From an optimization exercise on the open Yosys and OpenROAD flow, aimed at small area, a short achievable clock period and few clock cycles per item; shortcuts taken in it are not production practice. RTL that was checked went through simulation tests only; none was proved equivalent to the original. No functional check of the RTL was part of runs 2 to 4. No activity file was given, so power comes from the tool's default toggle rates.

## design/flow/design.v

```verilog
`default_nettype none
package idt_pkg;
	localparam int LEVEL_BITS = 12;
	localparam int IN_COL_BITS = 12;
	typedef enum logic [1:0] {
		KIND_INDENT = 2'd0,
		KIND_DEDENT = 2'd1,
		KIND_ERROR  = 2'd2
	} token_kind_t;
	typedef enum logic [1:0] {
		ERR_NONE     = 2'd0,
		ERR_DEPTH    = 2'd1,
		ERR_MISMATCH = 2'd2
	} error_code_t;
	typedef struct packed {
		logic                  last;
		logic [LEVEL_BITS-1:0] level;
		error_code_t           code;
		token_kind_t           kind;
	} result_t;
endpackage
`default_nettype wire
`default_nettype none
module idt_stack_ram #(
	parameter int DEPTH = 64,
	parameter int WIDTH = 12,
	parameter int LOW   = 6
) (
	input  wire logic             clk,
	input  wire logic             arst_n,
	input  wire logic             push,
	input  wire logic             pop,
	input  wire logic             zin,
	input  wire logic             zout,
	input  wire logic [WIDTH-1:0] wr_data,
	output logic      [WIDTH-1:0] top,
	output logic      [WIDTH-1:0] second,
	output logic                  hs_eq_ht,   
	output logic                  hs_is_0,    
	output logic                  hs_is_1,    
	output logic                  next_bit    
);
	localparam int N  = DEPTH - 1;
	localparam int HW = WIDTH - LOW;
	localparam int NB = N + (1 << HW) - 1;
	logic [LOW-1:0] mem [N];
	logic [HW-1:0]  ht_q, hs_q;
	logic [NB-1:0]  bits;
	logic hold, b_dn, b_up, b_hold, b_in;
	assign hold   = !push && !pop;
	assign b_dn   = push || zin;
	assign b_up   = pop || zout;
	assign b_hold = !b_dn && !b_up;
	assign b_in   = push;
	always_ff @(posedge clk or negedge arst_n) begin
		if (!arst_n) begin
			mem[0] <= '0;
		end else begin
			mem[0] <= ({LOW{push}} & wr_data[LOW-1:0]) | ({LOW{pop}} & mem[1]) | ({LOW{hold}} & mem[0]);
		end
	end
	always_ff @(posedge clk) begin
		for (int i = 1; i < N - 1; i++) begin
			mem[i] <= ({LOW{push}} & mem[i-1]) | ({LOW{pop}} & mem[i+1]) | ({LOW{hold}} & mem[i]);
		end
		mem[N-1] <= ({LOW{push}} & mem[N-2]) | ({LOW{hold}} & mem[N-1]);
	end
	always_ff @(posedge clk) begin
		bits[0] <= (b_dn & b_in) | (b_up & bits[1]) | (b_hold & bits[0]);
		for (int i = 1; i < NB - 1; i++) begin
			bits[i] <= (b_dn & bits[i-1]) | (b_up & bits[i+1]) | (b_hold & bits[i]);
		end
		bits[NB-1] <= (b_dn & bits[NB-2]) | (b_hold & bits[NB-1]);
	end
	always_ff @(posedge clk or negedge arst_n) begin
		if (!arst_n) begin
			ht_q <= '0;
			hs_q <= '0;
		end else begin
			if (push) begin
				ht_q <= wr_data[WIDTH-1:LOW];
				hs_q <= ht_q;
			end else if (pop) begin
				ht_q <= hs_q;
			end else if (zin) begin
				hs_q <= hs_q + HW'(1);
			end else if (zout) begin
				hs_q <= hs_q - HW'(1);
			end
		end
	end
	assign top      = {ht_q, mem[0]};
	assign second   = {hs_q, mem[1]};
	assign hs_eq_ht = hs_q == ht_q;
	assign hs_is_0  = hs_q == '0;
	assign hs_is_1  = hs_q == HW'(1);
	assign next_bit = bits[1];
endmodule
`default_nettype wire
`default_nettype none
module idt_ctrl #(
	parameter int STACK_DEPTH = 64,
	parameter int COLUMN_BITS = 12
) (
	input  wire logic                   clk,
	input  wire logic                   arst_n,
	input  wire logic                   in_valid,
	output logic                        in_take,
	input  wire logic [COLUMN_BITS-1:0] in_col,
	input  wire logic                   in_skip,
	input  wire logic [COLUMN_BITS-1:0] in_nxt_col,
	output logic                        out_valid,
	input  wire logic                   out_ready,
	output idt_pkg::result_t            out_res,
	output logic                        st_push,
	output logic                        st_pop,
	output logic                        st_zin,
	output logic                        st_zout,
	input  wire logic                   st_hs_eq_ht,
	input  wire logic                   st_hs_is_0,
	input  wire logic                   st_hs_is_1,
	input  wire logic                   st_next_bit,
	input  wire logic [COLUMN_BITS-1:0] st_top,
	input  wire logic [COLUMN_BITS-1:0] st_second
);
	localparam int DW = $clog2(STACK_DEPTH);
	localparam int LB = idt_pkg::LEVEL_BITS;
	logic [DW-1:0]          d_q, d_d;
	logic                   full_q, full_d;  
	logic                   halted_q, halted_d;
	logic                   busy_q, busy_d;  
	logic                   errp_q, errp_d;  
	logic [DW-1:0]          owe_q, owe_d;    
	logic                   owing;           
	logic                   fix_q, fix_d;    
	logic [COLUMN_BITS-1:0] col_q, col_d;
	logic                   out_valid_q, out_valid_d;
	idt_pkg::result_t       out_res_q, out_res_d;
	logic                   out_free;
	logic [COLUMN_BITS-1:0] top, sec, col_e;
	logic                   in_gt, in_lt, sec_gt, sec_eq;
	logic                   gt_q, lt_q, gt_d, lt_d;
	logic                   head_load;
	assign out_free = !out_valid_q || out_ready;
	assign owing    = owe_q != '0;
	assign top      = st_top;
	assign sec      = st_second;
	assign col_e    = busy_q ? col_q : in_col;
	assign in_gt    = gt_q;
	assign in_lt    = lt_q;
	assign sec_gt   = sec > col_e;
	assign sec_eq   = sec == col_e;
	assign out_valid = out_valid_q;
	assign out_res   = out_res_q;
	always_comb begin
		d_d         = d_q;
		halted_d    = halted_q;
		busy_d      = busy_q;
		errp_d      = errp_q;
		owe_d       = owe_q;
		col_d       = col_q;
		out_valid_d = out_valid_q && !out_ready;
		out_res_d   = out_res_q;
		in_take     = 1'b0;
		st_push     = 1'b0;
		st_pop      = 1'b0;
		st_zin      = 1'b0;
		st_zout     = 1'b0;
		fix_d       = fix_q;
		if (fix_q) begin
			st_zout = 1'b1;
			fix_d   = !st_next_bit && !st_hs_is_1;
		end else if (errp_q) begin
			if (out_free) begin
				errp_d         = 1'b0;
				halted_d       = 1'b1;
				out_valid_d    = 1'b1;
				out_res_d.last  = 1'b1;
				out_res_d.level = LB'(top);
				out_res_d.code  = idt_pkg::ERR_MISMATCH;
				out_res_d.kind  = idt_pkg::KIND_ERROR;
			end
		end else if (busy_q) begin
			if (out_free) begin
				st_pop = 1'b1;
			end
			if (in_valid && (in_skip || in_col == col_q)) begin
				in_take = 1'b1;
				owe_d   = owe_q + DW'(1);
			end
		end else if (owing) begin
			if (out_free) begin
				owe_d          = owe_q - DW'(1);
				out_valid_d    = 1'b1;
				out_res_d.last  = 1'b1;
				out_res_d.level = LB'(top);
				out_res_d.code  = idt_pkg::ERR_NONE;
				out_res_d.kind  = idt_pkg::KIND_ERROR;
			end
		end else if (in_valid && out_free && !(st_hs_eq_ht || halted_q || in_skip || !in_gt || full_q)) begin
			st_zin = 1'b1;
		end else if (in_valid && out_free) begin
			in_take = 1'b1;
			col_d   = in_col;
			if (halted_q) begin
				out_valid_d    = 1'b1;
				out_res_d.last  = 1'b1;
				out_res_d.level = LB'(top);
				out_res_d.code  = idt_pkg::ERR_NONE;
				out_res_d.kind  = idt_pkg::KIND_ERROR;
			end else if (!in_skip) begin
				if (in_gt) begin
					out_valid_d = 1'b1;
					out_res_d.last = 1'b1;
					if (full_q) begin
						halted_d        = 1'b1;
						out_res_d.level = LB'(top);
						out_res_d.code  = idt_pkg::ERR_DEPTH;
						out_res_d.kind  = idt_pkg::KIND_ERROR;
					end else begin
						st_push         = 1'b1;
						out_res_d.level = LB'(in_col);
						out_res_d.code  = idt_pkg::ERR_NONE;
						out_res_d.kind  = idt_pkg::KIND_INDENT;
					end
				end else if (in_lt) begin
					st_pop = 1'b1;
				end
			end
		end
		head_load = in_take || !in_valid;
		if (head_load) begin
			if (st_push) begin
				gt_d = in_nxt_col > in_col;
				lt_d = in_nxt_col < in_col;
			end else if (st_pop) begin
				gt_d = in_nxt_col > sec;
				lt_d = in_nxt_col < sec;
			end else begin
				gt_d = in_nxt_col > top;
				lt_d = in_nxt_col < top;
			end
		end else begin
			if (st_pop) begin
				gt_d = in_col > sec;
				lt_d = in_col < sec;
			end else begin
				gt_d = in_col > top;
				lt_d = in_col < top;
			end
		end
		if (st_pop) begin
			fix_d           = !st_next_bit && !st_hs_is_0;
			busy_d          = sec_gt;
			errp_d          = !sec_gt && !sec_eq;
			if (sec_eq) begin
				owe_d = '0;
			end
			out_valid_d     = 1'b1;
			out_res_d.last  = sec_eq;
			out_res_d.level = LB'(sec);
			out_res_d.code  = idt_pkg::ERR_NONE;
			out_res_d.kind  = idt_pkg::KIND_DEDENT;
		end
		full_d = full_q;
		if (st_push) begin
			d_d    = d_q + DW'(1);
			full_d = d_q == DW'(STACK_DEPTH - 2);
		end else if (st_pop) begin
			d_d    = d_q - DW'(1);
			full_d = 1'b0;
		end
	end
	always_ff @(posedge clk or negedge arst_n) begin
		if (!arst_n) begin
			d_q         <= '0;
			full_q      <= 1'b0;
			halted_q    <= 1'b0;
			busy_q      <= 1'b0;
			errp_q      <= 1'b0;
			owe_q       <= '0;
			fix_q       <= 1'b0;
			out_valid_q <= 1'b0;
		end else begin
			d_q         <= d_d;
			full_q      <= full_d;
			halted_q    <= halted_d;
			busy_q      <= busy_d;
			errp_q      <= errp_d;
			owe_q       <= owe_d;
			fix_q       <= fix_d;
			out_valid_q <= out_valid_d;
		end
	end
	always_ff @(posedge clk) begin
		col_q     <= col_d;
		gt_q      <= gt_d;
		lt_q      <= lt_d;
		out_res_q <= out_res_d;
	end
endmodule
`default_nettype wire
`default_nettype none
module indent_dedent_tracker_core #(
	parameter int STACK_DEPTH = 64,
	parameter int COLUMN_BITS = 12
) (
	input  wire logic        clk,
	input  wire logic        arst_n,
	input  wire logic        s_tvalid,
	output logic             s_tready,
	input  wire logic [15:0] s_tdata,   
	input  wire logic [0:0]  s_tuser,   
	output logic             m_tvalid,
	input  wire logic        m_tready,
	output logic [15:0]      m_tdata,   
	output logic [1:0]       m_tuser,   
	output logic             m_tlast
);
	localparam int CB = idt_pkg::IN_COL_BITS;
	logic          head_v_q, rdy_q;
	logic [CB:0]   head_q, skid_q;    
	logic          acc, take;
	logic [CB:0]   in_item;
	assign s_tready = rdy_q;
	assign acc      = s_tvalid && rdy_q;
	assign in_item  = {s_tuser[0], s_tdata[CB-1:0]};
	always_ff @(posedge clk or negedge arst_n) begin
		if (!arst_n) begin
			head_v_q <= 1'b0;
			rdy_q    <= 1'b1;
		end else begin
			if (!head_v_q || take) begin
				head_v_q <= !rdy_q || acc;
				rdy_q    <= 1'b1;
			end else begin
				rdy_q    <= rdy_q && !acc;
			end
		end
	end
	always_ff @(posedge clk) begin
		if (!head_v_q || take) begin
			head_q <= rdy_q ? in_item : skid_q;
		end
		if (rdy_q) begin
			skid_q <= in_item;
		end
	end
	idt_pkg::result_t       res;
	logic                   push, pop, zin, zout;
	logic                   hs_eq_ht, hs_is_0, hs_is_1, next_bit;
	logic [COLUMN_BITS-1:0] st_top, st_second;
	idt_ctrl #(
		.STACK_DEPTH (STACK_DEPTH),
		.COLUMN_BITS (COLUMN_BITS)
	) u_ctrl (
		.clk       (clk),
		.arst_n    (arst_n),
		.in_valid  (head_v_q),
		.in_take   (take),
		.in_col    (head_q[CB-1:0]),
		.in_skip   (head_q[CB]),
		.in_nxt_col (rdy_q ? in_item[CB-1:0] : skid_q[CB-1:0]),
		.out_valid (m_tvalid),
		.out_ready (m_tready),
		.out_res   (res),
		.st_push   (push),
		.st_pop    (pop),
		.st_zin    (zin),
		.st_zout   (zout),
		.st_hs_eq_ht (hs_eq_ht),
		.st_hs_is_0  (hs_is_0),
		.st_hs_is_1  (hs_is_1),
		.st_next_bit (next_bit),
		.st_top    (st_top),
		.st_second (st_second)
	);
	idt_stack_ram #(
		.DEPTH (STACK_DEPTH),
		.WIDTH (COLUMN_BITS)
	) u_stack (
		.clk     (clk),
		.arst_n  (arst_n),
		.push    (push),
		.pop     (pop),
		.zin     (zin),
		.zout    (zout),
		.wr_data (head_q[CB-1:0]),
		.top     (st_top),
		.second  (st_second),
		.hs_eq_ht (hs_eq_ht),
		.hs_is_0  (hs_is_0),
		.hs_is_1  (hs_is_1),
		.next_bit (next_bit)
	);
	assign m_tdata = {2'b00, res.level, res.code};
	assign m_tuser = res.kind;
	assign m_tlast = res.last;
endmodule
`default_nettype wire
```

## design/flow/run.sh

```bash
#!/bin/bash
# synth_recipe.tcl (not shown) runs the flow's synth.tcl, then flattens the netlist and writes it again
# the make line also repeats each setting of config.mk as NAME=value (left out here)
make -C /OpenROAD-flow-scripts/flow DESIGN_CONFIG=/design/flow/config.mk WORK_HOME=/design/flow/orfs CLKGATE_MAP_FILE= SYNTH_SCRIPT=/design/flow/synth_recipe.tcl finish
```

## design/flow/config.mk

```make
export PLATFORM = sky130hd
export DESIGN_NAME = indent_dedent_tracker_core
export DESIGN_NICKNAME = indent_dedent_tracker_core
export VERILOG_FILES = /design/flow/design.v
export SDC_FILE = /design/flow/constraint.sdc
export NUM_CORES = 4
export LEC_CHECK = 0
export CAP_MARGIN = 20
export CORE_MARGIN = 2
export CORE_UTILIZATION = 40
export PLACE_DENSITY = 0.6
export SLEW_MARGIN = 20
```

## design/flow/constraint.sdc

```tcl
create_clock -name core_clock -period 5.0 [get_ports {clk}]
set_input_delay 1.0000 -clock core_clock [delete_from_list [all_inputs] [get_ports {clk}]]
set_output_delay 1.0000 -clock core_clock [all_outputs]
set_load 0.01 [all_outputs]
```

==> results of run 1 <==
==> worst register-to-register path, delay by kind of cell (launching register included) <==
kind	cells	cell delay, ns
buf+inv	3	0.90
compound gates	2	0.83
simple gates	4	0.70
flops	1	0.44
fa+ha+maj	1	0.29
==> worst max path at each step <==
| stage | to | slack [ns] |
|---|---|---|
| 3_5_place_dp | u_ctrl.d_q[5]$_DFFE_PN0P_ | 1.25 |
| 2_1_floorplan | u_ctrl.d_q[5]$_DFFE_PN0P_ | 1.58 |
| 6_report | u_stack.mem[35][5]$_DFF_P_ | 1.81 |
| 3_3_place_gp | u_ctrl.d_q[5]$_DFFE_PN0P_ | 1.23 |
| 4_1_cts | u_ctrl.d_q[5]$_DFFE_PN0P_ | 1.83 |
| 5_1_grt | u_ctrl.d_q[5]$_DFFE_PN0P_ | 1.54 |
==> report_power, final <==
group | leakage [nW] | internal [W] | total, W | switching, W
clock | 1.11 | 0.00298 | 0.00493 | 0.00195
sequential | 4.99 | 0.00517 | 0.00555 | 0.000379
combinational | 6.01 | 0.00127 | 0.00371 | 0.00244
total | 12.1 | 0.00942 | 0.0142 | 0.00478
==> flip-flops by register name (all words and copies together), names as in the netlist, 6 cells and up <==
register and cells:
head_q 13, skid_q 13, u_ctrl.col_q 12, u_ctrl.d_q 6, u_ctrl.out_res_q 17, u_ctrl.owe_q 6, u_stack.bits 126, u_stack.hs_q 6
u_stack.ht_q 6, u_stack.mem 378
==> logic make-up after synthesis <==
kind of cell    synth area share, %
buf+inv                        5.14
fa+ha+maj                      4.21
mux                            1.23
flops                          50.1
other cells                  0.0151
xor+xnor                      0.846
simple gates                   19.0
compound gates                 19.5
==> cells in the mapped netlist, types with 3 or more instances <==
cell                          n
sky130_fd_sc_hd__xnor2_1      8
sky130_fd_sc_hd__mux2_2      13
sky130_fd_sc_hd__buf_2       49
sky130_fd_sc_hd__a31oi_1      8
sky130_fd_sc_hd__a2111o_1     3
sky130_fd_sc_hd__or4_1        3
sky130_fd_sc_hd__edfxtp_1    38
sky130_fd_sc_hd__nand4_1     28
sky130_fd_sc_hd__a22oi_1    481
sky130_fd_sc_hd__nor4_1       9
sky130_fd_sc_hd__buf_6       38
sky130_fd_sc_hd__o211ai_1    12
sky130_fd_sc_hd__nor2b_1     10
sky130_fd_sc_hd__a221o_1      6
sky130_fd_sc_hd__o22ai_1     18
sky130_fd_sc_hd__dfrtp_1     37
sky130_fd_sc_hd__or2_2        3
sky130_fd_sc_hd__and4_1       5
sky130_fd_sc_hd__a21oi_1     44
sky130_fd_sc_hd__and2_1       6
sky130_fd_sc_hd__buf_1       14
sky130_fd_sc_hd__o31ai_1     12
sky130_fd_sc_hd__o21ai_0     17
sky130_fd_sc_hd__inv_1       50
sky130_fd_sc_hd__mux2i_1     16
sky130_fd_sc_hd__nand2_1   1019
sky130_fd_sc_hd__nand2b_1     3
sky130_fd_sc_hd__ha_1        82
sky130_fd_sc_hd__dfxtp_1    517
sky130_fd_sc_hd__a211oi_1     3
sky130_fd_sc_hd__buf_4        4
sky130_fd_sc_hd__o221ai_1    19
sky130_fd_sc_hd__nor3_1      14
sky130_fd_sc_hd__nand3_1     24
sky130_fd_sc_hd__xor2_1      16
sky130_fd_sc_hd__clkbuf_1    87
sky130_fd_sc_hd__a21o_1      11
sky130_fd_sc_hd__nor2_1      47
sky130_fd_sc_hd__or3_1        3
==> through the flow <==
| step | hold WS, ns | power, W | area [µm²] | instances |
|---|---|---|---|---|
| 5_1_grt | 0.436 | 0.0150 | 27700 | 3637 |
| 6_report | 0.414 | 0.0142 | 27700 | 3638 |
| 3_5_place_dp | 0.447 | 0.00929 | 25400 | 3513 |
| 3_3_place_gp | 0.437 | 0.00917 | 25400 | 3513 |
| 4_1_cts | 0.456 | 0.0143 | 27700 | 3636 |
| 2_1_floorplan | 0.429 | 0.00824 | 24900 | 2814 |
==> per-layer routing <==
| metal | global-route usage [%] | wire, µm | share of wire [%] |
|---|---|---|---|
| met5 | 0 | 0 | 0 |
| met4 | 5.75 | 1250 | 2.4 |
| met3 | 2.82 | 2180 | 4.2 |
| met2 | 26.3 | 24400 | 47 |
| met1 | 21.2 | 24200 | 46 |
==> layout make-up <==
| type | count | area (µm²) | share of cell area, % |
|---|---|---|---|
| Clock buffer | 97 | 1980 | 7.14 |
| Inverter | 51 | 194 | 0.699 |
| Sequential cell | 593 | 12400 | 44.9 |
| Multi-Input combinational cell | 1978 | 11200 | 40.3 |
| Antenna cell | 1 | 2.50 | 0.00902 |
| Clock inverter | 26 | 289 | 1.04 |
| Timing Repair Buffer | 55 | 606 | 2.18 |
| Tap cell | 837 | 1050 | 3.78 |
==> impl_results.html, run 1 <==
<table>
<tr><th>Metric</th><th>Value</th></tr>
<tr><th colspan="2">Outcome</th></tr>
<tr><td>Outcome</td><td>timing/DRC/antenna clean</td></tr>
<tr><th colspan="2">Routing</th></tr>
<tr><td>Final routed wire length divided by cell count</td><td>between 10 and 15 µm</td></tr>
<tr><td>Number of violations reported at the end of detailed-routing iteration 0</td><td>between 1,500 and 2,000</td></tr>
<tr><td>Vias after detailed routing</td><td>19,600</td></tr>
<tr><td>Vias per std cell</td><td>5.38</td></tr>
<tr><td>Final Routed Wirelength</td><td>52,000 µm</td></tr>
<tr><td>Drt first pass iters</td><td>5</td></tr>
<tr><td>Remaining antenna violation count</td><td>0</td></tr>
<tr><td>DRC violation count after routing</td><td>0</td></tr>
<tr><th colspan="2">Synth</th></tr>
<tr><td>Gate count of the mapped netlist</td><td>2,813</td></tr>
<tr><td>Cell types occupying the most area after synthesis</td><td>sky130_fd_sc_hd__dfxtp_1 42%, sky130_fd_sc_hd__nand2_1 15%, sky130_fd_sc_hd__a22oi_1 15%</td></tr>
<tr><td>Count of cell types in the netlist</td><td>between 70 and 80</td></tr>
<tr><td>Yosys top cell by area</td><td>sky130_fd_sc_hd__dfxtp_1</td></tr>
<tr><td>Seq/Total Area, Yosys</td><td>50.1%</td></tr>
<tr><td>Synth warn</td><td>4</td></tr>
<tr><td>Number of enable flip-flop cells after synthesis</td><td>38</td></tr>
<tr><td>Flop and latch count out of synthesis</td><td>593</td></tr>
<tr><td>Post-Synthesis Mean Instance Area</td><td>8.83 µm²</td></tr>
<tr><td>Portion of synthesized cell area occupied by the leading cell type</td><td>a little over two fifths</td></tr>
<tr><td>Netlist area before placement</td><td>24,900 µm²</td></tr>
<tr><td>FFs w/ async S/R, synth</td><td>6.41%</td></tr>
<tr><td>Main synth FF type</td><td>sky130_fd_sc_hd__dfxtp_1</td></tr>
<tr><th colspan="2">Layout</th></tr>
<tr><td>Filler instances</td><td>5,675</td></tr>
<tr><td>Area delta synth-&gt;final</td><td>11.6%</td></tr>
<tr><td>Top library cells by usage in the layout, fill and taps aside</td><td>1,019 x sky130_fd_sc_hd__nand2_1, 517 x sky130_fd_sc_hd__dfxtp_1, 481 x sky130_fd_sc_hd__a22oi_1</td></tr>
<tr><td>Post-layout util</td><td>between 40% and 50%</td></tr>
<tr><td>Proportion of layout cells with a drive suffix above 1</td><td>5.82%</td></tr>
<tr><td>Most frequent standard cell in the layout excluding fill and tap cells</td><td>sky130_fd_sc_hd__nand2_1</td></tr>
<tr><td>Net total in the final layout</td><td>around 2,900</td></tr>
<tr><th colspan="2">Critical path</th></tr>
<tr><td>Cell depth of the worst setup path</td><td>10</td></tr>
<tr><td>Worst reg2reg path depth</td><td>10</td></tr>
<tr><td>R2R Setup Slk</td><td>1.81 ns</td></tr>
<tr><td>Beginning of the worst register-to-register path</td><td>u_ctrl.owe_q[0]$_DFF_PN0_</td></tr>
<tr><td>Largest delay contributor family on the critical path</td><td>buffers and inverters</td></tr>
<tr><td>Element type at the critical path end</td><td>flop</td></tr>
<tr><td>Standard cell with the maximum stage delay on the critical path</td><td>sky130_fd_sc_hd__a31oi_1</td></tr>
<tr><td>FF-to-FF End</td><td>u_stack.mem[35][5]$_DFF_P_</td></tr>
<tr><td>Stage delay of the slowest cell on the critical path</td><td>0.54 ns</td></tr>
<tr><td>Ordered cell list for the critical path</td><td>inv_1 &gt; ha_1 &gt; and3b_1 &gt; a31oi_1 &gt; nor2_4 &gt; a21oi_4 &gt; buf_12 &gt; buf_12 &gt; nand2_1 &gt; nand2_1</td></tr>
<tr><td>Data required time of the worst path</td><td>5.53 ns</td></tr>
<tr><td>Critical path peak fanout</td><td>145</td></tr>
<tr><td>Critical path arrival</td><td>approximately 3.7 ns</td></tr>
<tr><td>First element of the critical path</td><td>u_ctrl.owe_q[0]$_DFF_PN0_</td></tr>
<tr><td>CP Buf/Inv Count</td><td>3</td></tr>
<tr><td>Category of the most critical setup path</td><td>reg2reg</td></tr>
<tr><td>Nature of the critical path startpoint</td><td>flop</td></tr>
<tr><th colspan="2">Clocking</th></tr>
<tr><td>Clock tree from TritonCTS</td><td>built</td></tr>
<tr><td>Gates resized, CTS repair</td><td>0</td></tr>
<tr><td>Source-to-sink clock delay at the later pin of the worst-skew pair</td><td>0.60 ns</td></tr>
<tr><td>Bufs on Longest Clock Path</td><td>3</td></tr>
<tr><td>Number of clock sinks</td><td>593</td></tr>
<tr><td>Root Driver</td><td>sky130_fd_sc_hd__clkbuf_16</td></tr>
<tr><td>CTS clk-pin slew, worst paths</td><td>0.06 ns</td></tr>
<tr><td>Number of levels the H-tree was split into</td><td>3</td></tr>
<tr><td>Number of buffers added by the clock tree synthesis step</td><td>67</td></tr>
<tr><td>Hold buffer count at cts</td><td>0</td></tr>
<tr><td>Buffers inserted by post-CTS timing repair</td><td>0</td></tr>
<tr><th colspan="2">Power and ir drop</th></tr>
<tr><td>Standby leakage power</td><td>12.1 nW</td></tr>
<tr><td>Power per cell area</td><td>512 nW/µm²</td></tr>
<tr><td>VDD IR max</td><td>273 µV</td></tr>
<tr><th colspan="2">STA</th></tr>
<tr><td>Setup total negative slack</td><td>0 ns</td></tr>
<tr><td>Slew at the pin with the worst max-slew slack</td><td>about 0.99 ns</td></tr>
<tr><td>Max Freq</td><td>0.313 GHz</td></tr>
<tr><td>Slew Limit Fails</td><td>0</td></tr>
<tr><td>Fin crit period</td><td>3.19 ns</td></tr>
<tr><td>Period Utilization, post-route</td><td>a little under two thirds</td></tr>
<tr><td>Relative max-transition margin</td><td>34.3%</td></tr>
<tr><td>Setup repair after global routing missed its margin</td><td>no</td></tr>
<tr><td>Final-report setup violation count</td><td>0</td></tr>
<tr><td>Post-route worst setup slack</td><td>1.81 ns</td></tr>
<tr><td>Hold violation count in the final report</td><td>0</td></tr>
<tr><td>Clock Skew</td><td>~0.023 ns</td></tr>
<tr><th colspan="2">Global route</th></tr>
<tr><td>Overall global routing resource usage</td><td>16.0%</td></tr>
<tr><td>Number of antenna violations at the first check in global routing</td><td>1</td></tr>
<tr><td>Remaining global-route overflow</td><td>0</td></tr>
<tr><td>Number of global-route vias before repair</td><td>about 18,000</td></tr>
<tr><td>Largest net degree at the start of global routing</td><td>just under 200</td></tr>
<tr><td>Global-route wire length before repair</td><td>87,400 µm</td></tr>
<tr><th colspan="2">Placement</th></tr>
<tr><td>Minimum setup slack after placement</td><td>1.25 ns</td></tr>
<tr><td>Global placer's final weighted congestion</td><td>0.924</td></tr>
<tr><td>Post-DP HPWL</td><td>~32,000 µm</td></tr>
<tr><td>Number of buffer cells added on primary ports</td><td>35</td></tr>
<tr><th colspan="2">Floorplan</th></tr>
<tr><td>Area of the die</td><td>64,100 µm²</td></tr>
<tr><td>DIE WIDTH</td><td>between 200 and 300 µm</td></tr>
<tr><td>Height of the chip</td><td>253 µm</td></tr>
<tr><td>Number of top-level pins</td><td>42</td></tr>
<tr><td>Core Area</td><td>61,600 µm²</td></tr>
<tr><td>Std-Cell Rows</td><td>91</td></tr>
<tr><td>Initial Utilization</td><td>~40%</td></tr>
<tr><th colspan="2">Worst hold path</th></tr>
<tr><td>Worst hold path type</td><td>in2async</td></tr>
<tr><th colspan="2">Flow run</th></tr>
<tr><td>Count of max-cap constraint violations</td><td>0</td></tr>
</table>
Testbench counts, summed over its fixed seeds: cycles 5,133, lines 4,800.
==> run 2, diff against run 1 <==
--- a/design/flow/design.v
+++ b/design/flow/design.v
@@ -132,5 +132,6 @@
 	logic                   errp_q, errp_d;  
 	logic [DW-1:0]          owe_q, owe_d;    
-	logic                   owing;           
+	logic                   owing_q, owing_d;  
+	logic [DW-1:0]          d_inc, d_dec;
 	logic                   fix_q, fix_d;    
 	logic [COLUMN_BITS-1:0] col_q, col_d;
@@ -143,5 +144,6 @@
 	logic                   head_load;
 	assign out_free = !out_valid_q || out_ready;
-	assign owing    = owe_q != '0;
+	assign d_inc    = d_q + DW'(1);
+	assign d_dec    = d_q - DW'(1);
 	assign top      = st_top;
 	assign sec      = st_second;
@@ -189,5 +191,5 @@
 				owe_d   = owe_q + DW'(1);
 			end
-		end else if (owing) begin
+		end else if (owing_q) begin
 			if (out_free) begin
 				owe_d          = owe_q - DW'(1);
@@ -265,13 +267,15 @@
 		full_d = full_q;
 		if (st_push) begin
-			d_d    = d_q + DW'(1);
+			d_d    = d_inc;
 			full_d = d_q == DW'(STACK_DEPTH - 2);
 		end else if (st_pop) begin
-			d_d    = d_q - DW'(1);
+			d_d    = d_dec;
 			full_d = 1'b0;
 		end
 	end
+	assign owing_d = owe_d != '0;
 	always_ff @(posedge clk or negedge arst_n) begin
 		if (!arst_n) begin
+			owing_q     <= 1'b0;
 			d_q         <= '0;
 			full_q      <= 1'b0;
@@ -283,4 +287,5 @@
 			out_valid_q <= 1'b0;
 		end else begin
+			owing_q     <= owing_d;
 			d_q         <= d_d;
 			full_q      <= full_d;
--- a/design/flow/config.mk
+++ b/design/flow/config.mk
@@ -10,3 +10,4 @@
 export CORE_UTILIZATION = 40
 export PLACE_DENSITY = 0.6
+export SETUP_SLACK_MARGIN = 2.8
 export SLEW_MARGIN = 20
==> run 2 against run 1 <==
Against the previous run:
- still clean on timing, DRC and antenna
- power increased by 15%
- synthesized area shrank 0.63%
- critical path depth is the same
- largest cell class is now multi-input combinational cells
- flip-flop and latch count up 1
- synthesized cell count fell by 0.68%
- core utilization increased by 19 points
- critical endpoint is now u_ctrl.owing_q$_DFF_PN0_
- wire length increased by 90%
- first-iteration DRC count increased by 56%
- fmax increased by 6.4%
- sequential share of layout area down 13 points
==> impl_results.html, run 2 <==
<table>
<tr><th>Metric</th><th>Value</th></tr>
<tr><th colspan="2">Placement</th></tr>
<tr><td>Instance count after placement with tap cells included</td><td>3,451</td></tr>
<tr><td>Post-DP HPWL</td><td>roughly 33,000 µm</td></tr>
<tr><td>Minimum setup slack after placement</td><td>0.933 ns</td></tr>
<tr><td>Number of buffer cells added on primary ports</td><td>35</td></tr>
<tr><td>Global placer's final weighted congestion</td><td>0.835</td></tr>
<tr><th colspan="2">Critical path</th></tr>
<tr><td>Category of the most critical setup path</td><td>reg2reg</td></tr>
<tr><td>Standard cell with the maximum stage delay on the critical path</td><td>sky130_fd_sc_hd__dfrtp_4</td></tr>
<tr><td>Critical path arrival</td><td>3.48 ns</td></tr>
<tr><td>CP Buf/Inv Count</td><td>1</td></tr>
<tr><td>Ordered cell list for the critical path</td><td>buf_8 &gt; mux2i_1 &gt; ha_1 &gt; nand4_1 &gt; nor4_4 &gt; nor3b_4 &gt; a2111o_1 &gt; o311ai_4 &gt; a211o_1 &gt; or4_4</td></tr>
<tr><td>Nature of the critical path startpoint</td><td>flop</td></tr>
<tr><td>Critical path peak fanout</td><td>7</td></tr>
<tr><td>Largest delay contributor family on the critical path</td><td>simple AND/OR/NAND/NOR gates</td></tr>
<tr><td>Stage delay of the slowest cell on the critical path</td><td>0.51 ns</td></tr>
<tr><td>Element type at the critical path end</td><td>flop</td></tr>
<tr><td>Data required time of the worst path</td><td>5.48 ns</td></tr>
<tr><th colspan="2">Synth</th></tr>
<tr><td>Post-Synthesis Mean Instance Area</td><td>8.84 µm²</td></tr>
<tr><td>Main synth FF type</td><td>sky130_fd_sc_hd__dfxtp_1</td></tr>
<tr><td>Cell types occupying the most area after synthesis</td><td>sky130_fd_sc_hd__dfxtp_1 42%, sky130_fd_sc_hd__nand2_1 15%, sky130_fd_sc_hd__a22oi_1 15%</td></tr>
<tr><td>Netlist area before placement</td><td>24,700 µm²</td></tr>
<tr><td>FFs w/ async S/R, synth</td><td>6.57%</td></tr>
<tr><td>Synth warn</td><td>4</td></tr>
<tr><td>Flop and latch count out of synthesis</td><td>between 500 and 600</td></tr>
<tr><td>Number of enable flip-flop cells after synthesis</td><td>38</td></tr>
<tr><td>Yosys top cell by area</td><td>sky130_fd_sc_hd__dfxtp_1</td></tr>
<tr><td>Portion of synthesized cell area occupied by the leading cell type</td><td>between 40% and 50%</td></tr>
<tr><td>Count of cell types in the netlist</td><td>between 70 and 80</td></tr>
<tr><td>Most repeated cell in the gate-level netlist after synthesis</td><td>sky130_fd_sc_hd__nand2_1</td></tr>
<tr><td>Seq/Total Area, Yosys</td><td>50.5%</td></tr>
<tr><td>Commonest cells post-synth</td><td>1,007 x sky130_fd_sc_hd__nand2_1, 517 x sky130_fd_sc_hd__dfxtp_1, 481 x sky130_fd_sc_hd__a22oi_1</td></tr>
<tr><td>Gate count of the mapped netlist</td><td>roughly 2,800</td></tr>
<tr><th colspan="2">Routing</th></tr>
<tr><td>Vias after detailed routing</td><td>24,500</td></tr>
<tr><td>Final routed wire length divided by cell count</td><td>24.9 µm</td></tr>
<tr><td>Number of violations reported at the end of detailed-routing iteration 0</td><td>roughly 2,500</td></tr>
<tr><td>Final Routed Wirelength</td><td>98,900 µm</td></tr>
<tr><td>DRC violation count after routing</td><td>0</td></tr>
<tr><td>Drt first pass iters</td><td>9</td></tr>
<tr><td>Vias per std cell</td><td>6.15</td></tr>
<tr><td>Remaining antenna violation count</td><td>0</td></tr>
<tr><th colspan="2">Layout</th></tr>
<tr><td>Storage cell area</td><td>12,500 µm²</td></tr>
<tr><td>Top library cells by usage in the layout, fill and taps aside</td><td>515 x sky130_fd_sc_hd__dfxtp_1, 467 x sky130_fd_sc_hd__nand2_1, 365 x sky130_fd_sc_hd__nand2_2</td></tr>
<tr><td>Area delta synth-&gt;final</td><td>58.0%</td></tr>
<tr><td>Biggest register</td><td>u_stack.mem</td></tr>
<tr><td>Registers with the highest flip-flop counts</td><td>u_stack.mem: 378 flops, u_stack.bits: 126 flops, u_ctrl.out_res_q: 17 flops</td></tr>
<tr><td>Proportion of layout cells with a drive suffix above 1</td><td>42.9%</td></tr>
<tr><td>Flip-flop count of the largest register, all copies and words added</td><td>378</td></tr>
<tr><td>Number of non-filler instances in the completed layout</td><td>3,981</td></tr>
<tr><td>Filler instances</td><td>roughly 4,200</td></tr>
<tr><td>Area taken by multi-input logic gates</td><td>15,000 µm²</td></tr>
<tr><td>Most frequent standard cell in the layout excluding fill and tap cells</td><td>sky130_fd_sc_hd__dfxtp_1</td></tr>
<tr><td>Net total in the final layout</td><td>roughly 3,200</td></tr>
<tr><th colspan="2">Clocking</th></tr>
<tr><td>Root Driver</td><td>sky130_fd_sc_hd__clkbuf_16</td></tr>
<tr><td>Number of buffers added by the clock tree synthesis step</td><td>66</td></tr>
<tr><td>CTS clk-pin slew, worst paths</td><td>0.07 ns</td></tr>
<tr><td>Bufs on Longest Clock Path</td><td>3</td></tr>
<tr><td>Source-to-sink clock delay at the later pin of the worst-skew pair</td><td>0.62 ns</td></tr>
<tr><td>Number of clock sinks</td><td>594</td></tr>
<tr><td>Clock tree from TritonCTS</td><td>built</td></tr>
<tr><td>Number of levels the H-tree was split into</td><td>3</td></tr>
<tr><th colspan="2">Power and ir drop</th></tr>
<tr><td>Standby leakage power</td><td>16.7 nW</td></tr>
<tr><td>Power per cell area</td><td>419 nW/µm²</td></tr>
<tr><td>VDD IR max</td><td>357 µV</td></tr>
<tr><td>Tot Pwr</td><td>0.0164 W</td></tr>
<tr><th colspan="2">STA</th></tr>
<tr><td>Fin crit period</td><td>3.00 ns</td></tr>
<tr><td>Clock Skew</td><td>0.0295 ns</td></tr>
<tr><td>Final-report setup violation count</td><td>0</td></tr>
<tr><td>Slew at the pin with the worst max-slew slack</td><td>roughly 0.91 ns</td></tr>
<tr><td>Hold violation count in the final report</td><td>0</td></tr>
<tr><td>Relative max-transition margin</td><td>38.5%</td></tr>
<tr><td>Setup repair after global routing missed its margin</td><td>yes</td></tr>
<tr><td>Slew Limit Fails</td><td>0</td></tr>
<tr><td>Setup total negative slack</td><td>0 ns</td></tr>
<tr><td>Period Utilization, post-route</td><td>60.0%</td></tr>
<tr><td>Max Freq</td><td>around 0.33 GHz</td></tr>
<tr><td>Post-route worst setup slack</td><td>2.00 ns</td></tr>
<tr><th colspan="2">Floorplan</th></tr>
<tr><td>Core Area</td><td>roughly 60,000 µm²</td></tr>
<tr><td>Std-Cell Rows</td><td>91</td></tr>
<tr><td>Number of top-level pins</td><td>42</td></tr>
<tr><td>Area of the die</td><td>63,700 µm²</td></tr>
<tr><td>Initial Utilization</td><td>40.2%</td></tr>
<tr><td>DIE WIDTH</td><td>252 µm</td></tr>
<tr><td>Height of the chip</td><td>about 250 µm</td></tr>
<tr><th colspan="2">Global route</th></tr>
<tr><td>Overall global routing resource usage</td><td>between 20% and 30%</td></tr>
<tr><td>Largest net degree at the start of global routing</td><td>67</td></tr>
<tr><td>Global-route wire length before repair</td><td>125,000 µm</td></tr>
<tr><td>Number of antenna violations at the first check in global routing</td><td>4</td></tr>
<tr><td>Number of global-route vias before repair</td><td>22,000</td></tr>
<tr><td>Remaining global-route overflow</td><td>0</td></tr>
<tr><th colspan="2">Outcome</th></tr>
<tr><td>Outcome</td><td>timing/DRC/antenna clean</td></tr>
<tr><th colspan="2">Worst hold path</th></tr>
<tr><td>Worst hold path type</td><td>in2async</td></tr>
<tr><th colspan="2">Flow run</th></tr>
<tr><td>Count of max-cap constraint violations</td><td>0</td></tr>
</table>
run 2: what timing repair did:
action / CTS / global route
setup endpoints to repair: 612 / 606
pin swaps: 169 / 347
gates cloned: 117 / 67
setup buffers: 151 / 80
hold buffers: 0 / 0
gates resized for setup: 505 / 739
run 2: area by class of cell:
class,instances,share of cell area (%)
Clock inverter,23,0.654
Multi-Input combinational cell,1964,38.5
Tap cell,790,2.53
Timing Repair Buffer,463,21.0
Antenna cell,1,0.00641
Timing Repair inverter,1,0.0160
Clock buffer,91,4.71
Inverter,54,0.539
Sequential cell,594,32.0
run 2: final timing paths:
path                                                   from                          endpoint  slack (ns)  cells past startpoint
setup / recovery                  u_ctrl.busy_q$_DFFE_PN0P_          u_ctrl.owing_q$_DFF_PN0_        2.00                     10
hold / removal                                       arst_n       u_stack.mem[0][4]$_DFF_PN0_        0.41                      1
setup reg to reg                  u_ctrl.busy_q$_DFFE_PN0P_          u_ctrl.owing_q$_DFF_PN0_        2.00                     10
hold reg to reg            u_ctrl.out_res_q[0]$_SDFFE_PP1P_  u_ctrl.out_res_q[0]$_SDFFE_PP1P_        0.44                      2
max in group asynchronous                            arst_n       u_stack.ht_q[5]$_DFFE_PN0P_        4.08                      1
min in group core_clock    u_ctrl.out_res_q[0]$_SDFFE_PP1P_  u_ctrl.out_res_q[0]$_SDFFE_PP1P_        0.44                      2
run 2: worst reg2reg max path, delay by kind of cell (launching register included):
family	cells	cell delay [ns]
AND/OR/NAND/NOR	4	1.18
adder cells (fa/ha/maj)	1	0.32
multiplexers	1	0.14
buffers and inverters	1	0.16
AO/OA/AOI/OAI	3	0.56
flip-flops	1	0.51
run 2: per-stage QoR:
stage	hold WS (ns)	utilization [%]	cell area (µm²)
after global placement	0.434	42.6	26100
after global routing	0.434	63.6	39000
final	0.407	63.6	39000
after detailed placement	0.436	42.6	26100
after floorplan	0.432	-	26100
after CTS	0.445	55.4	34000
run 2: cell families (layout without fill, tap and decap cells):
logic type                 Yosys count  in the layout  synth area share (%)
other                                1              3                0.0152
muxes                               27             27                  1.17
adders and majority gates           83             83                  4.24
buffers and inverters              245            632                  4.21
and+or+nand+nor                   1133           1137                  18.5
AOI/OAI and AO/OA                  685            689                  20.5
xor gates and xnor gates            26             26                 0.922
DFF                                594            594                  50.5
run 2: layer usage:
layer,global-route usage [%],vias to the layer above,share of wire (%)
met5,0,-,0.025
met4,12.2,4,6.6
met3,5.08,428,8.1
met2,41.9,1338,48
met1,30.4,12000,37
li1,-,10700,-
run 2: power by group:
group	internal, W	switching [W]	leakage (nW)
logic	0.00285	0.00318	10.7
registers	0.00513	0.000308	4.97
clock network	0.00283	0.00206	1.03
==> run 3, diff against run 2 <==
--- a/design/flow/design.v
+++ b/design/flow/design.v
@@ -41,10 +41,18 @@
 	output logic                  next_bit    
 );
-	localparam int N  = DEPTH - 1;
-	localparam int HW = WIDTH - LOW;
-	localparam int NB = N + (1 << HW) - 1;
+	localparam int N    = DEPTH - 1;
+	localparam int HW   = WIDTH - LOW;
+	localparam int NB   = N + (1 << HW) - 1;
+	localparam int FAST = 3;
 	logic [LOW-1:0] mem [N];
-	logic [HW-1:0]  ht_q, hs_q;
 	logic [NB-1:0]  bits;
+	logic [HW-1:0]  ht_q, hs_q, ht_d, hs_d;
+	logic           heq_q;
+	logic           push_q, pop_q, hold_q;
+	logic           bdn_q, bup_q, bhold_q;
+	logic [LOW-1:0] spill_q;
+	logic           bspill_q;
+	logic [LOW-1:0] below;    
+	logic           bbelow;   
 	logic hold, b_dn, b_up, b_hold, b_in;
 	assign hold   = !push && !pop;
@@ -53,4 +61,6 @@
 	assign b_hold = !b_dn && !b_up;
 	assign b_in   = push;
+	assign below  = ({LOW{push_q}} & spill_q) | ({LOW{pop_q}} & mem[FAST+1]) | ({LOW{hold_q}} & mem[FAST]);
+	assign bbelow = (bdn_q & bspill_q) | (bup_q & bits[FAST+1]) | (bhold_q & bits[FAST]);
 	always_ff @(posedge clk or negedge arst_n) begin
 		if (!arst_n) begin
@@ -61,36 +71,60 @@
 	end
 	always_ff @(posedge clk) begin
-		for (int i = 1; i < N - 1; i++) begin
+		push_q   <= push;
+		pop_q    <= pop;
+		hold_q   <= hold;
+		bdn_q    <= b_dn;
+		bup_q    <= b_up;
+		bhold_q  <= b_hold;
+		spill_q  <= mem[FAST-1];
+		bspill_q <= bits[FAST-1];
+		for (int i = 1; i < FAST - 1; i++) begin
 			mem[i] <= ({LOW{push}} & mem[i-1]) | ({LOW{pop}} & mem[i+1]) | ({LOW{hold}} & mem[i]);
 		end
-		mem[N-1] <= ({LOW{push}} & mem[N-2]) | ({LOW{hold}} & mem[N-1]);
-	end
-	always_ff @(posedge clk) begin
+		mem[FAST-1] <= ({LOW{push}} & mem[FAST-2]) | ({LOW{pop}} & below) | ({LOW{hold}} & mem[FAST-1]);
 		bits[0] <= (b_dn & b_in) | (b_up & bits[1]) | (b_hold & bits[0]);
-		for (int i = 1; i < NB - 1; i++) begin
+		for (int i = 1; i < FAST - 1; i++) begin
 			bits[i] <= (b_dn & bits[i-1]) | (b_up & bits[i+1]) | (b_hold & bits[i]);
 		end
-		bits[NB-1] <= (b_dn & bits[NB-2]) | (b_hold & bits[NB-1]);
+		bits[FAST-1] <= (b_dn & bits[FAST-2]) | (b_up & bbelow) | (b_hold & bits[FAST-1]);
+		mem[FAST] <= ({LOW{push_q}} & spill_q) | ({LOW{pop_q}} & mem[FAST+1]) | ({LOW{hold_q}} & mem[FAST]);
+		for (int i = FAST + 1; i < N - 1; i++) begin
+			mem[i] <= ({LOW{push_q}} & mem[i-1]) | ({LOW{pop_q}} & mem[i+1]) | ({LOW{hold_q}} & mem[i]);
+		end
+		mem[N-1] <= ({LOW{push_q}} & mem[N-2]) | ({LOW{hold_q}} & mem[N-1]);
+		bits[FAST] <= (bdn_q & bspill_q) | (bup_q & bits[FAST+1]) | (bhold_q & bits[FAST]);
+		for (int i = FAST + 1; i < NB - 1; i++) begin
+			bits[i] <= (bdn_q & bits[i-1]) | (bup_q & bits[i+1]) | (bhold_q & bits[i]);
+		end
+		bits[NB-1] <= (bdn_q & bits[NB-2]) | (bhold_q & bits[NB-1]);
+	end
+	always_comb begin
+		ht_d = ht_q;
+		hs_d = hs_q;
+		if (push) begin
+			ht_d = wr_data[WIDTH-1:LOW];
+			hs_d = ht_q;
+		end else if (pop) begin
+			ht_d = hs_q;
+		end else if (zin) begin
+			hs_d = hs_q + HW'(1);
+		end else if (zout) begin
+			hs_d = hs_q - HW'(1);
+		end
 	end
 	always_ff @(posedge clk or negedge arst_n) begin
 		if (!arst_n) begin
-			ht_q <= '0;
-			hs_q <= '0;
+			ht_q  <= '0;
+			hs_q  <= '0;
+			heq_q <= 1'b1;
 		end else begin
-			if (push) begin
-				ht_q <= wr_data[WIDTH-1:LOW];
-				hs_q <= ht_q;
-			end else if (pop) begin
-				ht_q <= hs_q;
-			end else if (zin) begin
-				hs_q <= hs_q + HW'(1);
-			end else if (zout) begin
-				hs_q <= hs_q - HW'(1);
-			end
+			ht_q  <= ht_d;
+			hs_q  <= hs_d;
+			heq_q <= hs_d == ht_d;
 		end
 	end
 	assign top      = {ht_q, mem[0]};
 	assign second   = {hs_q, mem[1]};
-	assign hs_eq_ht = hs_q == ht_q;
+	assign hs_eq_ht = heq_q;
 	assign hs_is_0  = hs_q == '0;
 	assign hs_is_1  = hs_q == HW'(1);
@@ -109,5 +143,7 @@
 	input  wire logic [COLUMN_BITS-1:0] in_col,
 	input  wire logic                   in_skip,
-	input  wire logic [COLUMN_BITS-1:0] in_nxt_col,
+	input  wire logic [COLUMN_BITS-1:0] in_skid_col,   
+	input  wire logic [COLUMN_BITS-1:0] in_port_col,   
+	input  wire logic                   in_from_port,
 	output logic                        out_valid,
 	input  wire logic                   out_ready,
@@ -234,12 +270,12 @@
 		if (head_load) begin
 			if (st_push) begin
-				gt_d = in_nxt_col > in_col;
-				lt_d = in_nxt_col < in_col;
+				gt_d = in_from_port ? (in_port_col > in_col) : (in_skid_col > in_col);
+				lt_d = in_from_port ? (in_port_col < in_col) : (in_skid_col < in_col);
 			end else if (st_pop) begin
-				gt_d = in_nxt_col > sec;
-				lt_d = in_nxt_col < sec;
+				gt_d = in_from_port ? (in_port_col > sec) : (in_skid_col > sec);
+				lt_d = in_from_port ? (in_port_col < sec) : (in_skid_col < sec);
 			end else begin
-				gt_d = in_nxt_col > top;
-				lt_d = in_nxt_col < top;
+				gt_d = in_from_port ? (in_port_col > top) : (in_skid_col > top);
+				lt_d = in_from_port ? (in_port_col < top) : (in_skid_col < top);
 			end
 		end else begin
@@ -324,5 +360,5 @@
 );
 	localparam int CB = idt_pkg::IN_COL_BITS;
-	logic          head_v_q, rdy_q;
+	logic          head_v_q, rdy_q, skid_v_q;
 	logic [CB:0]   head_q, skid_q;    
 	logic          acc, take;
@@ -335,10 +371,13 @@
 			head_v_q <= 1'b0;
 			rdy_q    <= 1'b1;
+			skid_v_q <= 1'b0;
 		end else begin
 			if (!head_v_q || take) begin
-				head_v_q <= !rdy_q || acc;
+				head_v_q <= skid_v_q || acc;
 				rdy_q    <= 1'b1;
+				skid_v_q <= 1'b0;
 			end else begin
-				rdy_q    <= rdy_q && !acc;
+				rdy_q    <= !skid_v_q && !acc;
+				skid_v_q <= skid_v_q || acc;
 			end
 		end
@@ -346,7 +385,7 @@
 	always_ff @(posedge clk) begin
 		if (!head_v_q || take) begin
-			head_q <= rdy_q ? in_item : skid_q;
+			head_q <= skid_v_q ? skid_q : in_item;
 		end
-		if (rdy_q) begin
+		if (!skid_v_q) begin
 			skid_q <= in_item;
 		end
@@ -366,5 +405,7 @@
 		.in_col    (head_q[CB-1:0]),
 		.in_skip   (head_q[CB]),
-		.in_nxt_col (rdy_q ? in_item[CB-1:0] : skid_q[CB-1:0]),
+		.in_skid_col  (skid_q[CB-1:0]),
+		.in_port_col  (in_item[CB-1:0]),
+		.in_from_port (!skid_v_q),
 		.out_valid (m_tvalid),
 		.out_ready (m_tready),
==> run 3 against run 2 <==
Against the previous run:
- still clean on timing, DRC and antenna
- clock-buffer cell count grew 6
- clock power shrank 1%
- setup slack gained 0.18 ns
- non-clock buffer count shrank 287
- critical endpoint unchanged
==> impl_results.html, run 3 <==
<table>
<tr><th>Metric</th><th>Value</th></tr>
<tr><th colspan="2">Outcome</th></tr>
<tr><td>Outcome</td><td>timing/DRC/antenna clean</td></tr>
<tr><th colspan="2">Clocking</th></tr>
<tr><td>Bufs on Longest Clock Path</td><td>3</td></tr>
<tr><td>Root Driver</td><td>sky130_fd_sc_hd__clkbuf_16</td></tr>
<tr><td>Number of levels the H-tree was split into</td><td>3</td></tr>
<tr><td>Number of clock sinks</td><td>609</td></tr>
<tr><td>Hold buffer count at cts</td><td>0</td></tr>
<tr><td>CTS clk-pin slew, worst paths</td><td>~0.060 ns</td></tr>
<tr><td>Clock tree from TritonCTS</td><td>built</td></tr>
<tr><td>Number of buffers added by the clock tree synthesis step</td><td>66</td></tr>
<tr><td>Source-to-sink clock delay at the later pin of the worst-skew pair</td><td>0.61 ns</td></tr>
<tr><th colspan="2">Synth</th></tr>
<tr><td>Synth warn</td><td>4</td></tr>
<tr><td>Number of enable flip-flop cells after synthesis</td><td>38</td></tr>
<tr><td>Gate count of the mapped netlist</td><td>roughly 2,500</td></tr>
<tr><td>Most repeated cell in the gate-level netlist after synthesis</td><td>sky130_fd_sc_hd__dfxtp_1</td></tr>
<tr><td>Post-Synth Simple-Gate Area</td><td>5.14%</td></tr>
<tr><td>Flop and latch count out of synthesis</td><td>609</td></tr>
<tr><td>Post-synthesis mux area share</td><td>1.10%</td></tr>
<tr><td>FFs w/ async S/R, synth</td><td>6.73%</td></tr>
<tr><td>Compound-gate portion of the synthesized area</td><td>24.9%</td></tr>
<tr><td>Portion of synthesized cell area occupied by the leading cell type</td><td>42.3%</td></tr>
<tr><td>Dominant combinational cell family by area after synthesis</td><td>compound AO/OA/AOI/OAI gates</td></tr>
<tr><td>Xor/xnor cell area share of the yosys netlist</td><td>0.978%</td></tr>
<tr><td>Post-synthesis adder-cell area fraction</td><td>6.02%</td></tr>
<tr><td>Seq/Total Area, Yosys</td><td>50.9%</td></tr>
<tr><td>Post-Synthesis Mean Instance Area</td><td>between 10 and 15 µm²</td></tr>
<tr><td>Count of cell types in the netlist</td><td>75</td></tr>
<tr><td>Main synth FF type</td><td>sky130_fd_sc_hd__dfxtp_1</td></tr>
<tr><td>Commonest cells post-synth</td><td>530 x sky130_fd_sc_hd__dfxtp_1, 525 x sky130_fd_sc_hd__inv_1, 476 x sky130_fd_sc_hd__a222oi_1</td></tr>
<tr><td>Netlist area before placement</td><td>25,100 µm²</td></tr>
<tr><td>Yosys top cell by area</td><td>sky130_fd_sc_hd__dfxtp_1</td></tr>
<tr><td>Cell types occupying the most area after synthesis</td><td>sky130_fd_sc_hd__dfxtp_1 42%, sky130_fd_sc_hd__a222oi_1 19%, sky130_fd_sc_hd__inv_1 7.9%</td></tr>
<tr><th colspan="2">STA</th></tr>
<tr><td>Hold violation count in the final report</td><td>0</td></tr>
<tr><td>Period Utilization, post-route</td><td>between 50% and 60%</td></tr>
<tr><td>Slew Limit Fails</td><td>0</td></tr>
<tr><td>Clock Skew</td><td>0.0260 ns</td></tr>
<tr><td>Relative max-transition margin</td><td>47.4%</td></tr>
<tr><td>Setup repair after global routing missed its margin</td><td>yes</td></tr>
<tr><td>Tightest hold margin</td><td>roughly 0.38 ns</td></tr>
<tr><td>Final-report setup violation count</td><td>0</td></tr>
<tr><td>Slew at the pin with the worst max-slew slack</td><td>0.789 ns</td></tr>
<tr><td>Fin crit period</td><td>2.83 ns</td></tr>
<tr><td>Setup total negative slack</td><td>0 ns</td></tr>
<tr><td>Max Freq</td><td>approximately 0.35 GHz</td></tr>
<tr><th colspan="2">Routing</th></tr>
<tr><td>DRC violation count after routing</td><td>0</td></tr>
<tr><td>Vias after detailed routing</td><td>between 20,000 and 25,000</td></tr>
<tr><td>Final Routed Wirelength</td><td>59,000 µm</td></tr>
<tr><td>Drt first pass iters</td><td>17</td></tr>
<tr><td>Remaining antenna violation count</td><td>0</td></tr>
<tr><td>Number of violations reported at the end of detailed-routing iteration 0</td><td>roughly 3,600</td></tr>
<tr><td>Vias per std cell</td><td>5.92</td></tr>
<tr><td>Final routed wire length divided by cell count</td><td>between 15 and 20 µm</td></tr>
<tr><th colspan="2">Placement</th></tr>
<tr><td>Global placer's final weighted congestion</td><td>0.887</td></tr>
<tr><td>Post-DP HPWL</td><td>33,300 µm</td></tr>
<tr><td>Number of buffer cells added on primary ports</td><td>35</td></tr>
<tr><td>Instance count after placement with tap cells included</td><td>3,155</td></tr>
<tr><th colspan="2">Floorplan</th></tr>
<tr><td>Core Area</td><td>approximately 62,000 µm²</td></tr>
<tr><td>Initial Utilization</td><td>40.6%</td></tr>
<tr><td>Std-Cell Rows</td><td>91</td></tr>
<tr><td>DIE WIDTH</td><td>about 250 µm</td></tr>
<tr><td>Height of the chip</td><td>254 µm</td></tr>
<tr><td>Number of top-level pins</td><td>42</td></tr>
<tr><td>Area of the die</td><td>~65,000 µm²</td></tr>
<tr><th colspan="2">Critical path</th></tr>
<tr><td>Beginning of the worst register-to-register path</td><td>u_ctrl.busy_q$_DFFE_PN0P_</td></tr>
<tr><td>FF-to-FF End</td><td>u_ctrl.owing_q$_DFF_PN0_</td></tr>
<tr><td>Worst reg2reg path depth</td><td>10</td></tr>
<tr><td>Data required time of the worst path</td><td>5.46 ns</td></tr>
<tr><td>Category of the most critical setup path</td><td>reg2reg</td></tr>
<tr><td>R2R Setup Slk</td><td>2.17 ns</td></tr>
<tr><td>Critical path peak fanout</td><td>14</td></tr>
<tr><td>Critical path arrival</td><td>~3.3 ns</td></tr>
<tr><td>Element type at the critical path end</td><td>flop</td></tr>
<tr><td>Nature of the critical path startpoint</td><td>flop</td></tr>
<tr><th colspan="2">Layout</th></tr>
<tr><td>Number of non-filler instances in the completed layout</td><td>about 3,400</td></tr>
<tr><td>Biggest register</td><td>u_stack.mem</td></tr>
<tr><td>Antenna Cells</td><td>0</td></tr>
<tr><td>Proportion of layout cells with a drive suffix above 1</td><td>15.4%</td></tr>
<tr><td>Flip-flop count of the largest register, all copies and words added</td><td>378</td></tr>
<tr><td>Most frequent standard cell in the layout excluding fill and tap cells</td><td>sky130_fd_sc_hd__dfxtp_1</td></tr>
<tr><td>Area delta synth-&gt;final</td><td>19.1%</td></tr>
<tr><td>Top library cells by usage in the layout, fill and taps aside</td><td>522 x sky130_fd_sc_hd__dfxtp_1, 517 x sky130_fd_sc_hd__inv_1, 476 x sky130_fd_sc_hd__a222oi_1</td></tr>
<tr><td>Net total in the final layout</td><td>2,652</td></tr>
<tr><td>Registers with the highest flip-flop counts</td><td>u_stack.mem: 378 flops, u_stack.bits: 126 flops, u_ctrl.out_res_q: 17 flops</td></tr>
<tr><th colspan="2">Power and ir drop</th></tr>
<tr><td>Fraction of power consumed by combinational cells</td><td>24.7%</td></tr>
<tr><td>Switching component of the power</td><td>0.00449 W</td></tr>
<tr><td>Cell-internal power</td><td>between 0.009 and 0.01 W</td></tr>
<tr><td>Sw frac</td><td>32.1%</td></tr>
<tr><td>Clock network fraction of total power</td><td>about 35%</td></tr>
<tr><td>Power per cell area</td><td>~470 nW/µm²</td></tr>
<tr><td>VDD IR max</td><td>285 µV</td></tr>
<tr><td>Sequential fraction of design power</td><td>40.8%</td></tr>
<tr><td>Standby leakage power</td><td>15.0 nW</td></tr>
<tr><th colspan="2">Worst hold path</th></tr>
<tr><td>Hold Path End</td><td>u_stack.spill_q[2]$_DFF_P_</td></tr>
<tr><td>Worst hold path type</td><td>reg2reg</td></tr>
<tr><td>Min-Delay Startpoint</td><td>u_stack.mem[2][2]$_DFF_P_</td></tr>
<tr><td>Instance count along the most critical hold path</td><td>0</td></tr>
<tr><th colspan="2">Global route</th></tr>
<tr><td>Largest net degree at the start of global routing</td><td>198</td></tr>
<tr><td>Number of antenna violations at the first check in global routing</td><td>0</td></tr>
<tr><td>Remaining global-route overflow</td><td>0</td></tr>
<tr><td>Overall global routing resource usage</td><td>16.9%</td></tr>
<tr><td>Global-route wire length before repair</td><td>90,400 µm</td></tr>
<tr><td>Number of global-route vias before repair</td><td>17,700</td></tr>
<tr><th colspan="2">Flow run</th></tr>
<tr><td>Count of max-cap constraint violations</td><td>0</td></tr>
</table>
-- run 3: changes by cell type in the layout (fill, tap and decap cells not counted), moves of 48 or more --
cell / previous run / this run
sky130_fd_sc_hd__buf_12: 68 / 13
sky130_fd_sc_hd__a22oi_2: 130 / 3
sky130_fd_sc_hd__nand2_4: 174 / 2
sky130_fd_sc_hd__a22oi_1: 351 / 6
sky130_fd_sc_hd__buf_16: 122 / 3
sky130_fd_sc_hd__nand2_2: 365 / 5
sky130_fd_sc_hd__a222oi_1: 0 / 476
sky130_fd_sc_hd__nand2_1: 467 / 61
sky130_fd_sc_hd__inv_1: 52 / 517
sky130_fd_sc_hd__buf_6: 68 / 20
-- run 3: logic make-up after synthesis --
family / count (synthesis)
DFF: 609
buffers and inverters: 722
other: 1
AOI/OAI and AO/OA: 706
xor gates and xnor gates: 28
adders and majority gates: 120
muxes: 26
and+or+nand+nor: 247
-- run 3: critical path, stage by stage (launching register included) --
cell,delay [ns]
sky130_fd_sc_hd__dfrtp_2,0.43
sky130_fd_sc_hd__buf_12,0.16
sky130_fd_sc_hd__mux2i_1,0.12
sky130_fd_sc_hd__ha_1,0.32
sky130_fd_sc_hd__nand4_1,0.18
sky130_fd_sc_hd__nor3_4,0.26
sky130_fd_sc_hd__nor2b_4,0.24
sky130_fd_sc_hd__or3_1,0.14
sky130_fd_sc_hd__a21oi_2,0.05
sky130_fd_sc_hd__or3_1,0.37
sky130_fd_sc_hd__or4_1,0.41
-- run 3: final cells by class --
| type | instances | area (µm²) |
|---|---|---|
| fill | 5532 | 31900 |
| sequential | 609 | 12800 |
| multi-input combinational | 1132 | 10200 |
| inverter | 526 | 1990 |
| clock buffer | 97 | 1980 |
| timing repair buffer | 176 | 1650 |
| tap | 837 | 1050 |
| clock inverter | 17 | 211 |
-- run 3: power groups by stage --
stage | Combinational, W | Sequential [W] | Clock [W]
after detailed placement | 0.00258 | 0.00596 | 0
final | 0.00345 | 0.00571 | 0.00482
after global routing | 0.00376 | 0.00574 | 0.00519
after floorplan | 0.00223 | 0.00552 | 0
after global placement | 0.00248 | 0.00594 | 0
after CTS | 0.00287 | 0.00582 | 0.00497
-- run 3: how the worst max path moves through the flow --
stage / slack, ns / end / from
after detailed placement: 1.13 / u_ctrl.d_q[5]$_DFFE_PN0P_ / m_tready
after floorplan: 2.11 / u_ctrl.owing_q$_DFF_PN0_ / u_ctrl.busy_q$_DFFE_PN0P_
final: 2.17 / u_ctrl.owing_q$_DFF_PN0_ / u_ctrl.busy_q$_DFFE_PN0P_
after global routing: 2.09 / u_ctrl.owing_q$_DFF_PN0_ / u_ctrl.busy_q$_DFFE_PN0P_
after global placement: 1.12 / u_ctrl.d_q[5]$_DFFE_PN0P_ / m_tready
after CTS: 2.22 / u_ctrl.owing_q$_DFF_PN0_ / head_q[7]$_DFFE_PN_
-- run 3: per-layer routing --
| metal | share of wire [%] | up-vias | routed length (µm) | GRT usage [%] |
|---|---|---|---|---|
| met3 | 6.2 | 116 | 3660 | 3.35 |
| met1 | 45 | 9845 | 26600 | 22.7 |
| li1 | - | 9483 | - | - |
| met5 | 0 | - | 0 | 0 |
| met4 | 2.8 | 0 | 1640 | 5.71 |
| met2 | 46 | 636 | 27100 | 27.1 |
-- run 3: stage by stage --
stage	area (µm²)	util [%]	total power (W)	setup WS, ns
after floorplan	25400	-	0.00776	2.11
after global placement	26100	42.2	0.00841	1.12
after detailed placement	26100	42.2	0.00853	1.13
after CTS	28900	46.8	0.0137	2.22
after global routing	29900	48.3	0.0147	2.09
final	29900	48.3	0.0140	2.17
-- run 3: repair_timing --
item | in CTS | in global routing
resized for setup | 136 | 91
pin swaps | 22 | 43
cloned | 2 | 5
hold endpoints to repair | 0 | 0
buffers inserted | 61 | 54
endpoints found under the setup margin | 134 | 319
==> run 4, diff against run 3 <==
--- a/design/flow/design.v
+++ b/design/flow/design.v
@@ -370,5 +370,5 @@
 		if (!arst_n) begin
 			head_v_q <= 1'b0;
-			rdy_q    <= 1'b1;
+			rdy_q    <= 1'b0;
 			skid_v_q <= 1'b0;
 		end else begin
--- a/design/flow/config.mk
+++ b/design/flow/config.mk
@@ -10,4 +10,3 @@
 export CORE_UTILIZATION = 40
 export PLACE_DENSITY = 0.6
-export SETUP_SLACK_MARGIN = 2.8
 export SLEW_MARGIN = 20
==> run 4 against run 3 <==
Against the previous run:
- still clean
- synthesized area about the same
- critical path depth is the same
- fmax fell by 26%
- cell count down 3.4%
- clock-buffer cell count down 7
- core utilization fell by 2.8 points
- global-route usage shrank 0.93 points
- sequential share of layout area increased by 2.5 points
- critical endpoint unchanged
- highest routed layer unchanged
==> impl_results.html, run 4 <==
<table>
<tr><th>Metric</th><th>Value</th></tr>
<tr><th colspan="2">STA</th></tr>
<tr><td>Slew Limit Fails</td><td>0</td></tr>
<tr><td>Fin crit period</td><td>3.81 ns</td></tr>
<tr><td>Slew at the pin with the worst max-slew slack</td><td>1.01 ns</td></tr>
<tr><th colspan="2">Power and ir drop</th></tr>
<tr><td>Switching component of the power</td><td>0.00410 W</td></tr>
<tr><td>Standby leakage power</td><td>14.2 nW</td></tr>
<tr><th colspan="2">Synth</th></tr>
<tr><td>Count of cell types in the netlist</td><td>75</td></tr>
<tr><td>Seq/Total Area, Yosys</td><td>50.9%</td></tr>
<tr><td>Portion of synthesized cell area occupied by the leading cell type</td><td>42.3%</td></tr>
<tr><th colspan="2">Layout</th></tr>
<tr><td>Top library cells by usage in the layout, fill and taps aside</td><td>525 x sky130_fd_sc_hd__inv_1, 524 x sky130_fd_sc_hd__dfxtp_1, 476 x sky130_fd_sc_hd__a222oi_1</td></tr>
<tr><td>Antenna Cells</td><td>0</td></tr>
<tr><td>Area delta synth-&gt;final</td><td>12.3%</td></tr>
<tr><th colspan="2">Clocking</th></tr>
<tr><td>Hold buffer count at cts</td><td>0</td></tr>
<tr><td>Clock tree from TritonCTS</td><td>built</td></tr>
<tr><td>Number of levels the H-tree was split into</td><td>2</td></tr>
<tr><th colspan="2">Routing</th></tr>
<tr><td>Remaining antenna violation count</td><td>0</td></tr>
<tr><td>Vias per std cell</td><td>roughly 5.9</td></tr>
<tr><th colspan="2">Critical path</th></tr>
<tr><td>Critical path peak fanout</td><td>23</td></tr>
<tr><td>Ordered cell list for the critical path</td><td>buf_4 &gt; mux2i_1 &gt; ha_1 &gt; nand4_1 &gt; nor3_1 &gt; nor2b_4 &gt; or3_1 &gt; a21oi_1 &gt; or3_1 &gt; or4_1</td></tr>
<tr><td>Stage delay of the slowest cell on the critical path</td><td>0.83 ns</td></tr>
<tr><td>Data required time of the worst path</td><td>5.46 ns</td></tr>
<tr><th colspan="2">Outcome</th></tr>
<tr><td>Outcome</td><td>timing/DRC/antenna clean</td></tr>
<tr><th colspan="2">Flow run</th></tr>
<tr><td>Count of max-cap constraint violations</td><td>0</td></tr>
<tr><th colspan="2">Floorplan</th></tr>
<tr><td>Height of the chip</td><td>254 µm</td></tr>
</table>
run 4: cell count changes after synthesis, sizes merged:
cell	before	now
dfstp	2	1
dfrtp	39	40
run 4: layout make-up:
cell class	instances	area share [%]
flip-flops and latches	609	45.4
multi-input cells	1129	34.0
inverters	526	7.01
clock buffers	90	6.48
well taps	837	3.72
repair buffers	63	2.35
clock inverters	24	0.968
run 4: final timing paths:
check / startpoint / slack [ns] / to
setup / recovery: u_ctrl.busy_q$_DFFE_PN0P_ / 1.19 / u_ctrl.owing_q$_DFF_PN0_
hold / removal: u_stack.mem[2][1]$_DFF_P_ / 0.32 / u_stack.spill_q[1]$_DFF_P_
setup reg to reg: u_ctrl.busy_q$_DFFE_PN0P_ / 1.19 / u_ctrl.owing_q$_DFF_PN0_
hold reg to reg: u_stack.mem[2][1]$_DFF_P_ / 0.32 / u_stack.spill_q[1]$_DFF_P_
max in group asynchronous: arst_n / 4.17 / u_stack.mem[0][0]$_DFF_PN0_
min in group asynchronous: arst_n / 0.38 / skid_v_q$_DFF_PN0_
run 4: worst reg2reg max path: cells and delay by family, from the launching register on:
| kind | cells | cell delay [ns] |
|---|---|---|
| buf+inv | 1 | 0.37 |
| compound gates | 1 | 0.05 |
| simple gates | 6 | 1.97 |
| fa+ha+maj | 1 | 0.34 |
| flops | 1 | 0.83 |
| mux | 1 | 0.12 |
run 4: power groups by stage:
stage	registers, W	logic, W	clock network (W)
after floorplan	0.00551	0.00212	0
after global placement	0.00593	0.00242	0
after detailed placement	0.00594	0.00248	0
after CTS	0.00584	0.00249	0.00477
after global routing	0.00571	0.00308	0.00499
final	0.00568	0.00275	0.00462
run 4: logic make-up after synthesis:
logic type,after synthesis,synth area share (%)
compound gates,706,24.9
xor+xnor,28,0.978
fa+ha+maj,120,6.02
buf+inv,722,10.9
flops,609,50.9
mux,26,1.10
other cells,1,0.0149
simple gates,247,5.14
run 4: stage by stage:
stage / area, µm² / setup WS (ns) / cells / hold WS, ns / total power (W)
after floorplan: 25100 / 1.46 / 2460 / 0.351 / 0.00763
after global placement: 25900 / 1.05 / 3159 / 0.367 / 0.00835
after detailed placement: 25900 / 1.04 / 3159 / 0.370 / 0.00842
after CTS: 28000 / 1.28 / 3273 / 0.320 / 0.0131
after global routing: 28200 / 0.980 / 3278 / 0.322 / 0.0138
final: 28200 / 1.19 / 3278 / 0.322 / 0.0131
run 4: per-layer routing:
layer / track usage (%) / part of all wire [%]
met5: 0 / 0
met4: 5.65 / 2.5
met3: 2.45 / 5.3
met2: 26.0 / 46
met1: 21.5 / 46

Re-timed with assumed drivers on the ports (clkbuf_16 on the clock, buf_2 on other inputs), run 4 has 1.194 ns of setup slack against 1.194 ns with ideal ports, and 1.002 ns once port delays also move by the mid clock arrival of 0.676 ns.
